What follows belongs to an exercise in optimizing a design on an open flow for small area; a production flow would make more cautious choices.
The RTL was checked by simulation tests, not by an equivalence proof against the original design.

==> branch juniper: inputs <==
==> flow/design.v <==
`timescale 1ns/1ps
`default_nettype none
package rvExecPkg;
    localparam int Xlen     = 32;                  
    localparam int RegAddrW = 5;                   
    localparam logic [3:0] AluAdd   = 4'b0000;
    localparam logic [3:0] AluSub   = 4'b0001;
    localparam logic [3:0] AluPassB = 4'b0010;     
    localparam logic [3:0] AluAnd   = 4'b0011;
    localparam logic [3:0] AluXor   = 4'b0100;
    localparam logic [3:0] AluOr    = 4'b0101;
    localparam logic [3:0] AluSll   = 4'b0110;
    localparam logic [3:0] AluSrl   = 4'b0111;
    localparam logic [3:0] AluSra   = 4'b1000;
    localparam logic [3:0] AluSlt   = 4'b1001;
    localparam logic [3:0] AluSltu  = 4'b1010;
    localparam logic SrcARs1 = 1'b0;
    localparam logic SrcAPc  = 1'b1;
    localparam logic [1:0] SrcBRs2  = 2'd0;
    localparam logic [1:0] SrcBImm  = 2'd1;
    localparam logic [1:0] SrcBFour = 2'd2;        
    localparam logic [1:0] FwdNone = 2'd0;
    localparam logic [1:0] FwdWb   = 2'd1;
    localparam logic [1:0] FwdMem  = 2'd2;
endpackage
`default_nettype wire
`timescale 1ns/1ps
`default_nettype none
import rvExecPkg::*;
module alu (
    input  logic [3:0]                     aluCode,
    input  logic [rvExecPkg::Xlen-1:0]     a,
    input  logic [rvExecPkg::Xlen-1:0]     b,
    output logic [rvExecPkg::Xlen-1:0]     result
);
    logic            sub;
    logic            sll;
    logic [Xlen-1:0] bx;
    logic [Xlen:0]   sumx;
    logic [Xlen-1:0] sum;
    logic            ltSigned;
    logic            ltUnsigned;
    logic [Xlen-1:0] shIn;
    logic            fill;
    logic [Xlen-1:0] sh [0:5];
    logic [Xlen-1:0] shl;
    assign sub = (aluCode == AluSub) || (aluCode == AluSlt) || (aluCode == AluSltu);
    assign sll = (aluCode == AluSll);
    assign bx  = b ^ {Xlen{sub}};
    assign sumx = {a, sub} + {bx, sub};
    assign sum  = sumx[Xlen:1];
    assign ltSigned   = (a[Xlen-1] ^ b[Xlen-1]) ? a[Xlen-1] : sum[Xlen-1];
    assign ltUnsigned = (a[Xlen-1] ^ b[Xlen-1]) ? b[Xlen-1] : sum[Xlen-1];
    always_comb begin
        for (int i = 0; i < Xlen; i++) begin
            shIn[i] = sll ? a[Xlen-1-i] : a[i];
        end
    end
    assign fill  = (aluCode == AluSra) & a[Xlen-1];
    assign sh[0] = shIn;
    genvar k;
    generate
        for (k = 0; k < 5; k++) begin : g_sh
            assign sh[k+1] = b[k] ? {{(1 << k){fill}}, sh[k][Xlen-1:(1 << k)]} : sh[k];
        end
    endgenerate
    always_comb begin
        for (int i = 0; i < Xlen; i++) begin
            shl[i] = sh[5][Xlen-1-i];
        end
    end
    always_comb begin
        case (aluCode)
            AluAnd:   result = a & b;
            AluOr:    result = a | b;
            AluXor:   result = a ^ b;
            AluSll:   result = shl;
            AluSrl:   result = sh[5];
            AluSra:   result = sh[5];
            AluSlt:   result = {{(Xlen-1){1'b0}}, ltSigned};
            AluSltu:  result = {{(Xlen-1){1'b0}}, ltUnsigned};
            default:  result = sum;               
        endcase
    end
endmodule
`default_nettype wire
`timescale 1ns/1ps
`default_nettype none
import rvExecPkg::*;
module regFile (
    input  logic                              clk,
    input  logic                              rst,
    input  logic                              wrEn,
    input  logic [rvExecPkg::RegAddrW-1:0]    wrAddr,
    input  logic [rvExecPkg::Xlen-1:0]        wrData,
    input  logic [3:0]                        rd1Lo,
    input  logic [7:0]                        rd1Hi,
    input  logic                              rd1Fwd,
    input  logic [3:0]                        rd2Lo,
    input  logic [7:0]                        rd2Hi,
    input  logic                              rd2Fwd,
    output logic [rvExecPkg::Xlen-1:0]        rd1Data,
    output logic [rvExecPkg::Xlen-1:0]        rd2Data
);
    logic [Xlen-1:0] regs [1:31];    
    logic [Xlen-1:0] wData;
    assign wData = rst ? {Xlen{1'b0}} : wrData;
    always_ff @(posedge clk) begin
        for (int i = 1; i < 32; i++) begin
            if (rst || (wrEn && (wrAddr == i[RegAddrW-1:0]))) begin
                regs[i] <= wData;
            end
        end
    end
    always_comb begin
        rd1Data = wrData & {Xlen{rd1Fwd}};
        rd2Data = wrData & {Xlen{rd2Fwd}};
        for (int i = 1; i < 32; i++) begin
            rd1Data = rd1Data | (regs[i] & {Xlen{rd1Lo[i % 4] & rd1Hi[i / 4]}});
            rd2Data = rd2Data | (regs[i] & {Xlen{rd2Lo[i % 4] & rd2Hi[i / 4]}});
        end
    end
endmodule
`default_nettype wire
`timescale 1ns/1ps
`default_nettype none
import rvExecPkg::*;
module idExReg (
    input  logic                              clk,
    input  logic                              rst,
    input  logic                              valid,
    input  logic [3:0]                        aluCode,
    input  logic                              srcA,
    input  logic [1:0]                        srcB,
    input  logic [rvExecPkg::Xlen-1:0]        imm,
    input  logic [rvExecPkg::Xlen-1:0]        pc,
    input  logic [rvExecPkg::RegAddrW-1:0]    rs1Addr,
    input  logic [rvExecPkg::RegAddrW-1:0]    rs2Addr,
    input  logic [rvExecPkg::RegAddrW-1:0]    rdAddr,
    input  logic                              regWrite,
    output logic                              validEx,
    output logic [3:0]                        aluCodeEx,
    output logic                              srcBImmEx,
    output logic [rvExecPkg::Xlen-1:0]        immEx,
    output logic [rvExecPkg::Xlen-1:0]        pcEx,
    output logic                              pcSelEx,
    output logic [3:0]                        rs1LoEx,
    output logic [7:0]                        rs1HiEx,
    output logic                              rs1FwdEx,
    output logic [3:0]                        rs2LoEx,
    output logic [7:0]                        rs2HiEx,
    output logic                              rs2FwdEx,
    output logic [rvExecPkg::RegAddrW-1:0]    rdAddrEx,
    output logic                              regWriteEx
);
    logic passB;
    logic aFromRegs;
    logic exWrNz;
    logic fwd1;
    logic fwd2;
    assign passB     = (aluCode == AluPassB);
    assign aFromRegs = ~srcA & ~passB;
    assign exWrNz    = regWriteEx && (rdAddrEx != {RegAddrW{1'b0}});
    assign fwd1      = exWrNz && (rdAddrEx == rs1Addr);
    assign fwd2      = exWrNz && (rdAddrEx == rs2Addr);
    always_ff @(posedge clk) begin
        if (rst) begin
            validEx    <= 1'b0;
            regWriteEx <= 1'b0;
        end else begin
            validEx    <= valid;
            regWriteEx <= valid & regWrite;   
        end
        aluCodeEx <= aluCode;
        srcBImmEx <= srcB[0] | srcB[1];      
        immEx     <= srcB[1] ? 32'd4 : imm;   
        pcEx      <= pc;
        pcSelEx   <= srcA & ~passB;
        for (int i = 0; i < 4; i++) begin
            rs1LoEx[i] <= aFromRegs && !fwd1 && (rs1Addr[1:0] == i[1:0]);
            rs2LoEx[i] <= !fwd2 && (rs2Addr[1:0] == i[1:0]);
        end
        for (int i = 0; i < 8; i++) begin
            rs1HiEx[i] <= (rs1Addr[4:2] == i[2:0]);
            rs2HiEx[i] <= (rs2Addr[4:2] == i[2:0]);
        end
        rs1FwdEx  <= aFromRegs && fwd1;
        rs2FwdEx  <= fwd2;
        rdAddrEx  <= rdAddr;
    end
endmodule
`default_nettype wire
`timescale 1ns/1ps
`default_nettype none
import rvExecPkg::*;
module exStage (
    input  logic [3:0]                        aluCodeEx,
    input  logic                              pcSelEx,
    input  logic                              srcBImmEx,
    input  logic [rvExecPkg::Xlen-1:0]        immEx,
    input  logic [rvExecPkg::Xlen-1:0]        pcEx,
    input  logic [rvExecPkg::Xlen-1:0]        rs1Data,
    input  logic [rvExecPkg::Xlen-1:0]        rs2Data,
    output logic [rvExecPkg::Xlen-1:0]        aluResult
);
    logic [Xlen-1:0] opA;
    logic [Xlen-1:0] opB;
    assign opA = rs1Data | (pcEx & {Xlen{pcSelEx}});
    assign opB = srcBImmEx ? immEx : rs2Data;
    alu aluInst (
        .aluCode (aluCodeEx),
        .a       (opA),
        .b       (opB),
        .result  (aluResult)
    );
endmodule
`default_nettype wire
`timescale 1ns/1ps
`default_nettype none
module retireStages (
    input  logic                              clk,
    input  logic                              rst,
    input  logic                              validEx,
    input  logic                              regWriteEx,
    input  logic [rvExecPkg::RegAddrW-1:0]    rdAddrEx,
    input  logic [rvExecPkg::Xlen-1:0]        aluResult,
    input  logic [rvExecPkg::Xlen-1:0]        storeData,
    output logic                              memValid,
    output logic                              memRegWrite,
    output logic [rvExecPkg::RegAddrW-1:0]    memRdAddr,
    output logic [rvExecPkg::Xlen-1:0]        memResult,
    output logic                              wbValid,
    output logic                              wbRegWrite,
    output logic [rvExecPkg::RegAddrW-1:0]    wbRdAddr,
    output logic [rvExecPkg::Xlen-1:0]        wbResult,
    output logic [rvExecPkg::Xlen-1:0]        memStoreData
);
    always_ff @(posedge clk) begin
        if (rst) begin
            memValid    <= 1'b0;
            memRegWrite <= 1'b0;
            wbValid     <= 1'b0;
            wbRegWrite  <= 1'b0;
        end else begin
            memValid    <= validEx;
            memRegWrite <= regWriteEx;
            wbValid     <= memValid;
            wbRegWrite  <= memRegWrite;
        end
        memRdAddr    <= rdAddrEx;
        memResult    <= aluResult;
        memStoreData <= storeData;            
        wbRdAddr     <= memRdAddr;
        wbResult     <= memResult;
    end
endmodule
`default_nettype wire
`timescale 1ns/1ps
`default_nettype none
import rvExecPkg::*;
module rvExecTop (
    input  logic                              clk,
    input  logic                              rst,
    input  logic                              issueValid,
    input  logic [3:0]                        aluCode,
    input  logic                              srcA,
    input  logic [1:0]                        srcB,
    input  logic [rvExecPkg::Xlen-1:0]        imm,
    input  logic [rvExecPkg::Xlen-1:0]        pc,
    input  logic [rvExecPkg::RegAddrW-1:0]    rs1Addr,
    input  logic [rvExecPkg::RegAddrW-1:0]    rs2Addr,
    input  logic [rvExecPkg::RegAddrW-1:0]    rdAddr,
    input  logic                              regWrite,
    output logic                              memValid,
    output logic [rvExecPkg::RegAddrW-1:0]    memRdAddr,
    output logic                              memRegWrite,
    output logic [rvExecPkg::Xlen-1:0]        memResult,
    output logic [rvExecPkg::Xlen-1:0]        memStoreData,
    output logic                              wbValid,
    output logic [rvExecPkg::RegAddrW-1:0]    wbRdAddr,
    output logic                              wbRegWrite,
    output logic [rvExecPkg::Xlen-1:0]        wbData
);
    logic                validEx;
    logic [3:0]          aluCodeEx;
    logic                srcBImmEx;
    logic [Xlen-1:0]     immEx;
    logic [Xlen-1:0]     pcEx;
    logic                pcSelEx;
    logic [3:0]          rs1LoEx;
    logic [7:0]          rs1HiEx;
    logic                rs1FwdEx;
    logic [3:0]          rs2LoEx;
    logic [7:0]          rs2HiEx;
    logic                rs2FwdEx;
    logic [RegAddrW-1:0] rdAddrEx;
    logic                regWriteEx;
    logic [Xlen-1:0]     rs1Data;
    logic [Xlen-1:0]     rs2Data;
    logic [Xlen-1:0]     aluResult;
    idExReg idExInst (
        .clk        (clk),
        .rst        (rst),
        .valid      (issueValid),
        .aluCode    (aluCode),
        .srcA       (srcA),
        .srcB       (srcB),
        .imm        (imm),
        .pc         (pc),
        .rs1Addr    (rs1Addr),
        .rs2Addr    (rs2Addr),
        .rdAddr     (rdAddr),
        .regWrite   (regWrite),
        .validEx    (validEx),
        .aluCodeEx  (aluCodeEx),
        .srcBImmEx  (srcBImmEx),
        .immEx      (immEx),
        .pcEx       (pcEx),
        .pcSelEx    (pcSelEx),
        .rs1LoEx    (rs1LoEx),
        .rs1HiEx    (rs1HiEx),
        .rs1FwdEx   (rs1FwdEx),
        .rs2LoEx    (rs2LoEx),
        .rs2HiEx    (rs2HiEx),
        .rs2FwdEx   (rs2FwdEx),
        .rdAddrEx   (rdAddrEx),
        .regWriteEx (regWriteEx)
    );
    regFile regFileInst (
        .clk     (clk),
        .rst     (rst),
        .wrEn    (memRegWrite),
        .wrAddr  (memRdAddr),
        .wrData  (memResult),
        .rd1Lo   (rs1LoEx),
        .rd1Hi   (rs1HiEx),
        .rd1Fwd  (rs1FwdEx),
        .rd2Lo   (rs2LoEx),
        .rd2Hi   (rs2HiEx),
        .rd2Fwd  (rs2FwdEx),
        .rd1Data (rs1Data),
        .rd2Data (rs2Data)
    );
    exStage exInst (
        .aluCodeEx (aluCodeEx),
        .pcSelEx   (pcSelEx),
        .srcBImmEx (srcBImmEx),
        .immEx     (immEx),
        .pcEx      (pcEx),
        .rs1Data   (rs1Data),
        .rs2Data   (rs2Data),
        .aluResult (aluResult)
    );
    retireStages retireInst (
        .clk          (clk),
        .rst          (rst),
        .validEx      (validEx),
        .regWriteEx   (regWriteEx),
        .rdAddrEx     (rdAddrEx),
        .aluResult    (aluResult),
        .storeData    (rs2Data),
        .memValid     (memValid),
        .memRegWrite  (memRegWrite),
        .memRdAddr    (memRdAddr),
        .memResult    (memResult),
        .wbValid      (wbValid),
        .wbRegWrite   (wbRegWrite),
        .wbRdAddr     (wbRdAddr),
        .wbResult     (wbData),
        .memStoreData (memStoreData)
    );
endmodule
`default_nettype wire
==> flow/flow/run.sh <==
#!/bin/bash
set -e
export BUFFER_PORTS_ARGS="-inputs -outputs -buffer_cell sky130_fd_sc_hd__buf_1"
export CTS_ARGS="-sink_clustering_enable -repair_clock_nets -dont_use_dummy_load -buf_list sky130_fd_sc_hd__clkbuf_16 -sink_clustering_size 20 -sink_clustering_max_diameter 80"
bash standard.sh > standard.log 2>&1
==> flow/standard.sh <==
#!/bin/bash
# synth_recipe.tcl (not shown) runs the flow's synth.tcl, then flattens the netlist and writes it again
# the make line also repeats each setting of config.mk as NAME=value (left out here)
make -C /OpenROAD-flow-scripts/flow DESIGN_CONFIG=/design/flow/config.mk WORK_HOME=/design/flow/orfs CLKGATE_MAP_FILE= SYNTH_SCRIPT=/design/flow/synth_recipe.tcl "${@:-finish}"
==> flow/config.mk <==
export PLATFORM = sky130hd
export DESIGN_NAME = rvExecTop
export DESIGN_NICKNAME = rvExecTop
export VERILOG_FILES = /design/flow/design.v
export SDC_FILE = /design/flow/constraint.sdc
export NUM_CORES = 4
export LEC_CHECK = 0
export CAP_MARGIN = 10
export CORE_MARGIN = 2
export CORE_UTILIZATION = 45
export CTS_BUF_LIST = sky130_fd_sc_hd__clkbuf_16
export CTS_CLUSTER_DIAMETER = 80
export CTS_CLUSTER_SIZE = 20
export SLEW_MARGIN = 10
==> flow/constraint.sdc <==
create_clock -name core_clock -period 6.0 [get_ports {clk}]
set_input_delay 1.2000 -clock core_clock [delete_from_list [all_inputs] [get_ports {clk}]]
set_output_delay 1.2000 -clock core_clock [all_outputs]
set_load 0.01 [all_outputs]
==> branch delta (differences from branch juniper) <==
==> flow/run.sh (new file) <==
#!/bin/bash
# synth_recipe.tcl (not shown) runs the flow's synth.tcl, then flattens the netlist and writes it again
# the make line also repeats each setting of config.mk as NAME=value (left out here)
make -C /OpenROAD-flow-scripts/flow DESIGN_CONFIG=/design/flow/config.mk WORK_HOME=/design/flow/orfs CLKGATE_MAP_FILE= SYNTH_SCRIPT=/design/flow/synth_recipe.tcl finish
--- a/flow/config.mk
+++ b/flow/config.mk
@@ -7,7 +7,7 @@
 export LEC_CHECK = 0
 export CAP_MARGIN = 10
 export CORE_MARGIN = 2
-export CORE_UTILIZATION = 45
+export CORE_UTILIZATION = 35
 export CTS_BUF_LIST = sky130_fd_sc_hd__clkbuf_16
 export CTS_CLUSTER_DIAMETER = 80
 export CTS_CLUSTER_SIZE = 20
removed: flow/flow/run.sh
removed: flow/standard.sh
==> notes <==
Against branch delta, the die area of branch juniper is lower by about 22%.
In synthesized cell count, branch delta and branch juniper do not differ.
Against branch delta, the cell area of branch juniper is smaller by about 4%.
Between branch juniper and branch delta, the lower final cell count is in branch juniper (gap about 8%, measured against branch delta).

## port drivers added, routing unchanged
How much do the figures lean on ideal ports? The routed layouts below were timed once more, with nothing changed but the port constraints. Step 1: set_driving_cell puts a clkbuf_16 on clk and a buf_2 on each other input, an assumption about the parent block. Step 2 moves the port delays by t, midway between the first and last clock arrival at a register: inputs arrive t later, outputs are due t later. That takes back most of the time a late clock gives input paths. Three values: ideal ports, drivers, drivers and shift; two values: the first two.
run	t, ns	setup WS [ns]	latest minus earliest clock arrival (ns)	slew at the worst register clock pin (ns)	cell pins on the clock port's net
branch juniper	0.752	0.249 / 0.249 / 0.249	0.095 / 0.095	0.09 / 0.09	1
branch delta	0.823	0.294 / 0.294 / 0.294	0.071 / 0.072	0.10 / 0.10	1
After both steps every run listed still meets setup and hold.
